Source: an optimization exercise on an open RTL-to-GDS flow (aim: small area and a short achievable clock period). Production flows keep margins and buffers that such runs may drop. Only simulation tests tie the RTL to the original design; equivalence was not proved.

Design md5_core, start of the top module:
module md5_core (
	input  logic              clk,
	input  logic              rstb,
	input  logic              word_valid_i,
	input  md5_pkg::word_t    word_i,
	output logic              digest_valid_o,
	output md5_pkg::digest_t  digest_o
);
	logic            link_ld  [0:md5_pkg::NUM_ROUNDS-1];
	logic            link_go  [0:md5_pkg::NUM_ROUNDS-1];
	md5_pkg::block_t link_blk [0:md5_pkg::NUM_ROUNDS-1];
	md5_pkg::word_t  link_nb  [0:md5_pkg::NUM_ROUNDS-1];
	md5_pkg::word_t  link_b   [0:md5_pkg::NUM_ROUNDS-1];
	md5_pkg::word_t  link_c   [0:md5_pkg::NUM_ROUNDS-1];
	md5_pkg::word_t  link_d   [0:md5_pkg::NUM_ROUNDS-1];
	md5_block_loader u_loader (
		.clk          (clk),
		.rstb         (rstb),
		.word_valid_i (word_valid_i),
		.word_i       (word_i),
		.ld_o         (link_ld[0]),
		.go_o         (link_go[0]),
		.blk_o        (link_blk[0]),
		.nb_o         (link_nb[0]),
		.b_o          (link_b[0]),
		.c_o          (link_c[0]),
		.d_o          (link_d[0])
	);
	for (genvar n = 1; n < md5_pkg::NUM_ROUNDS; n++) begin : g_round
		md5_round #(
			.ROUND_IDX (n)
		) u_round (
			.clk   (clk),
			.rstb  (rstb),
			.ld_i  (link_ld[n-1]),
			.go_i  (link_go[n-1]),
			.blk_i (link_blk[n-1]),
			.nb_i  (link_nb[n-1]),
			.b_i   (link_b[n-1]),
			.c_i   (link_c[n-1]),
			.d_i   (link_d[n-1]),
			.ld_o  (link_ld[n]),
			.go_o  (link_go[n]),
			.blk_o (link_blk[n]),
			.nb_o  (link_nb[n]),
			.b_o   (link_b[n]),
			.c_o   (link_c[n]),
			.d_o   (link_d[n])
		);
	end
	md5_digest_adder u_adder (
		.clk            (clk),
		.rstb           (rstb),
		.go_i           (link_go[md5_pkg::NUM_ROUNDS-1]),
		.nb_i           (link_nb[md5_pkg::NUM_ROUNDS-1]),
		.b_i            (link_b[md5_pkg::NUM_ROUNDS-1]),
  ...
export LEC_CHECK = 0
export ABC_AREA = 1
export CAP_MARGIN = 20
export CORE_MARGIN = 2
export CORE_UTILIZATION = 40
export CTS_CLUSTER_DIAMETER = 110
export CTS_CLUSTER_SIZE = 22
export PLACE_DENSITY = 0.55
export SLEW_MARGIN = 20
export TNS_END_PERCENT = 0
create_clock -name core_clock -period 11.0 [get_ports {clk}]
standard.sh (not shown) runs the stock make flow with config.mk's settings and CLKGATE_MAP_FILE= SYNTH_SCRIPT=/design/flow/synth_recipe.tcl, a recipe that flattens the netlist after the stock synthesis.
==> flow/flow/run.sh <==
#!/bin/bash
# The standard layout, with three changes to how it is made:
# - synthesis leaves the adders to ABC instead of mapping them onto the
#   library's full- and half-adder cells (ADDER_MAP_FILE empty); registers
#   come out exactly as in the standard synthesis;
# - timing repair aims 7.3 ns below the period, so it keeps working past
#   zero slack;
# - every port still gets its own buffer, a buf_4.
set -euo pipefail
bash standard.sh ADDER_MAP_FILE= SETUP_SLACK_MARGIN=7.3 \
	"BUFFER_PORTS_ARGS=-buffer_cell sky130_fd_sc_hd__buf_4" finish > make_standard.log 2>&1
The first run passed the timing, DRC and antenna checks.
==> next run, changes <==
==> flow/flow/run.sh (replaced) <==
#!/bin/bash
# The standard layout, except that synthesis leaves the adders to ABC
# instead of mapping them onto the library's full- and half-adder cells
# (ADDER_MAP_FILE empty). Registers come out exactly as in the standard
# synthesis; only the combinational mapping differs. Timing repair
# aims 7 ns below the period, so it keeps working past zero slack.
set -euo pipefail
bash standard.sh ADDER_MAP_FILE= SETUP_SLACK_MARGIN=7 finish > make_standard.log 2>&1
--- a/flow/config.mk
+++ b/flow/config.mk
@@ -10,7 +10,6 @@
 export CORE_MARGIN = 2
 export CORE_UTILIZATION = 40
-export CTS_CLUSTER_DIAMETER = 110
-export CTS_CLUSTER_SIZE = 22
-export PLACE_DENSITY = 0.55
+export CTS_CLUSTER_DIAMETER = 120
+export CTS_CLUSTER_SIZE = 24
 export SLEW_MARGIN = 20
 export TNS_END_PERCENT = 0
=> Fmax goes down by 7.0%. Worst setup slack is worse by 0.29 ns. Global-route usage goes down by 0.61 points. Final area goes down by about 4%. Non-clock buffer count goes down by 160.
==> next run, changes <==
==> flow/flow/run.sh (replaced) <==
#!/bin/bash
# The standard layout, with three changes to how it is made:
# - synthesis leaves the adders to ABC instead of mapping them onto the
#   library's full- and half-adder cells (ADDER_MAP_FILE empty); registers
#   come out exactly as in the standard synthesis;
# - timing repair aims 7.6 ns below the period, so it keeps working past
#   zero slack;
# - every port still gets its own buffer, a buf_4.
set -euo pipefail
bash standard.sh ADDER_MAP_FILE= SETUP_SLACK_MARGIN=7.6 \
	"BUFFER_PORTS_ARGS=-buffer_cell sky130_fd_sc_hd__buf_4" finish > make_standard.log 2>&1
What happened: The changed run finished clean; maximum frequency is higher by 7.0%; area after synthesis stays the same.
==> next run, changes <==
==> flow/flow/run.sh (replaced) <==
#!/bin/bash
# The standard layout, except that synthesis leaves the adders to ABC
# instead of mapping them onto the library's full- and half-adder cells
# (ADDER_MAP_FILE empty). Registers come out exactly as in the standard
# synthesis; only the combinational mapping differs. Timing repair
# aims 7 ns below the period, so it keeps working past zero slack.
set -euo pipefail
bash standard.sh ADDER_MAP_FILE= SETUP_SLACK_MARGIN=7 finish > make_standard.log 2>&1
--- a/flow/config.mk
+++ b/flow/config.mk
@@ -10,6 +10,3 @@
 export CORE_MARGIN = 2
 export CORE_UTILIZATION = 40
-export CTS_CLUSTER_DIAMETER = 120
-export CTS_CLUSTER_SIZE = 24
 export SLEW_MARGIN = 20
-export TNS_END_PERCENT = 0
After rerunning: Core utilization grows by 1.8 points. Critical path depth shrinks by 5. Clock skew shrinks by 0.020 ns. Non-clock buffer count shrinks by 59. Fmax shrinks by 1.2%. Final area grows by 3.8%. Routed wire length grows by 2.7%.

---

md5_core again, from the RTL that the note above started with.
==> flow/config.mk <==
export PLATFORM = sky130hd
export DESIGN_NAME = md5_core
export DESIGN_NICKNAME = md5_core
export VERILOG_FILES = /design/flow/design.v
export SDC_FILE = /design/flow/constraint.sdc
export NUM_CORES = 4
export LEC_CHECK = 0
export ABC_AREA = 1
export CAP_MARGIN = 20
export CORE_MARGIN = 2
export CORE_UTILIZATION = 40
export CTS_CLUSTER_DIAMETER = 100
export CTS_CLUSTER_SIZE = 20
export SLEW_MARGIN = 20
export TNS_END_PERCENT = 0
==> flow/constraint.sdc <==
create_clock -name core_clock -period 11.0 [get_ports {clk}]
set_input_delay 2.2000 -clock core_clock [delete_from_list [all_inputs] [get_ports {clk}]]
set_output_delay 2.2000 -clock core_clock [all_outputs]
set_load 0.01 [all_outputs]
==> flow/flow/run.sh <==
#!/bin/bash
# The standard layout, with three changes to how it is made:
# - synthesis leaves the adders to ABC instead of mapping them onto the
#   library's full- and half-adder cells (ADDER_MAP_FILE empty); registers
#   come out exactly as in the standard synthesis;
# - timing repair aims 7.3 ns below the period, so it keeps working past
#   zero slack;
# - every port still gets its own buffer, a buf_4.
set -euo pipefail
bash standard.sh ADDER_MAP_FILE= SETUP_SLACK_MARGIN=7.3 \
	"BUFFER_PORTS_ARGS=-buffer_cell sky130_fd_sc_hd__buf_4" finish > make_standard.log 2>&1
Change:
Settings changed: CTS_CLUSTER_DIAMETER 100 to 120, CTS_CLUSTER_SIZE 20 to 24.
What happened: Final cell count barely changes. Setup slack gets better by 0.038 ns. Cell area went up by 1.3%. Wire length rises by 0.35%. Clock skew increases by 0.010 ns. Core utilization grows by 0.58 points. Count of clock-buffer cells in the layout shrinks by 46. Die area does not change.

[afterwards: timing with drivers on the ports]
No port has a modelled driver above. Below, the same layouts with a new extraction and two added sets of constraints. Step 1 assumes that a clkbuf_16 drives the clock port and a buf_2 every other input. Step 2 also shifts input and output timing later by t, the mid clock arrival at the registers, as if the neighbouring blocks saw the same clock. Slacks: no drivers / after step 1 / after step 2; pairs: no drivers / after step 1.
run	shift t [ns]	setup WS [ns]	worst setup path after step 2	latest minus earliest clock arrival (ns)
the first run of note 1	0.978	7.106 / 7.106 / 7.106	register to register	0.057 / 0.056
the second run of note 1	0.978	6.812 / 6.739 / 6.812	register to register	0.058 / 0.058
the third run of note 1	0.974	7.086 / 7.086 / 7.086	register to register	0.078 / 0.079
the fourth run of note 1	1.018	7.038 / 6.937 / 7.038	register to register	0.062 / 0.063
the first run of note 2	0.990	7.043 / 7.043 / 7.043	register to register	0.066 / 0.066
the second run of note 2	0.973	7.081 / 7.081 / 7.081	register to register	0.074 / 0.074
After both steps every run listed still meets setup and hold.
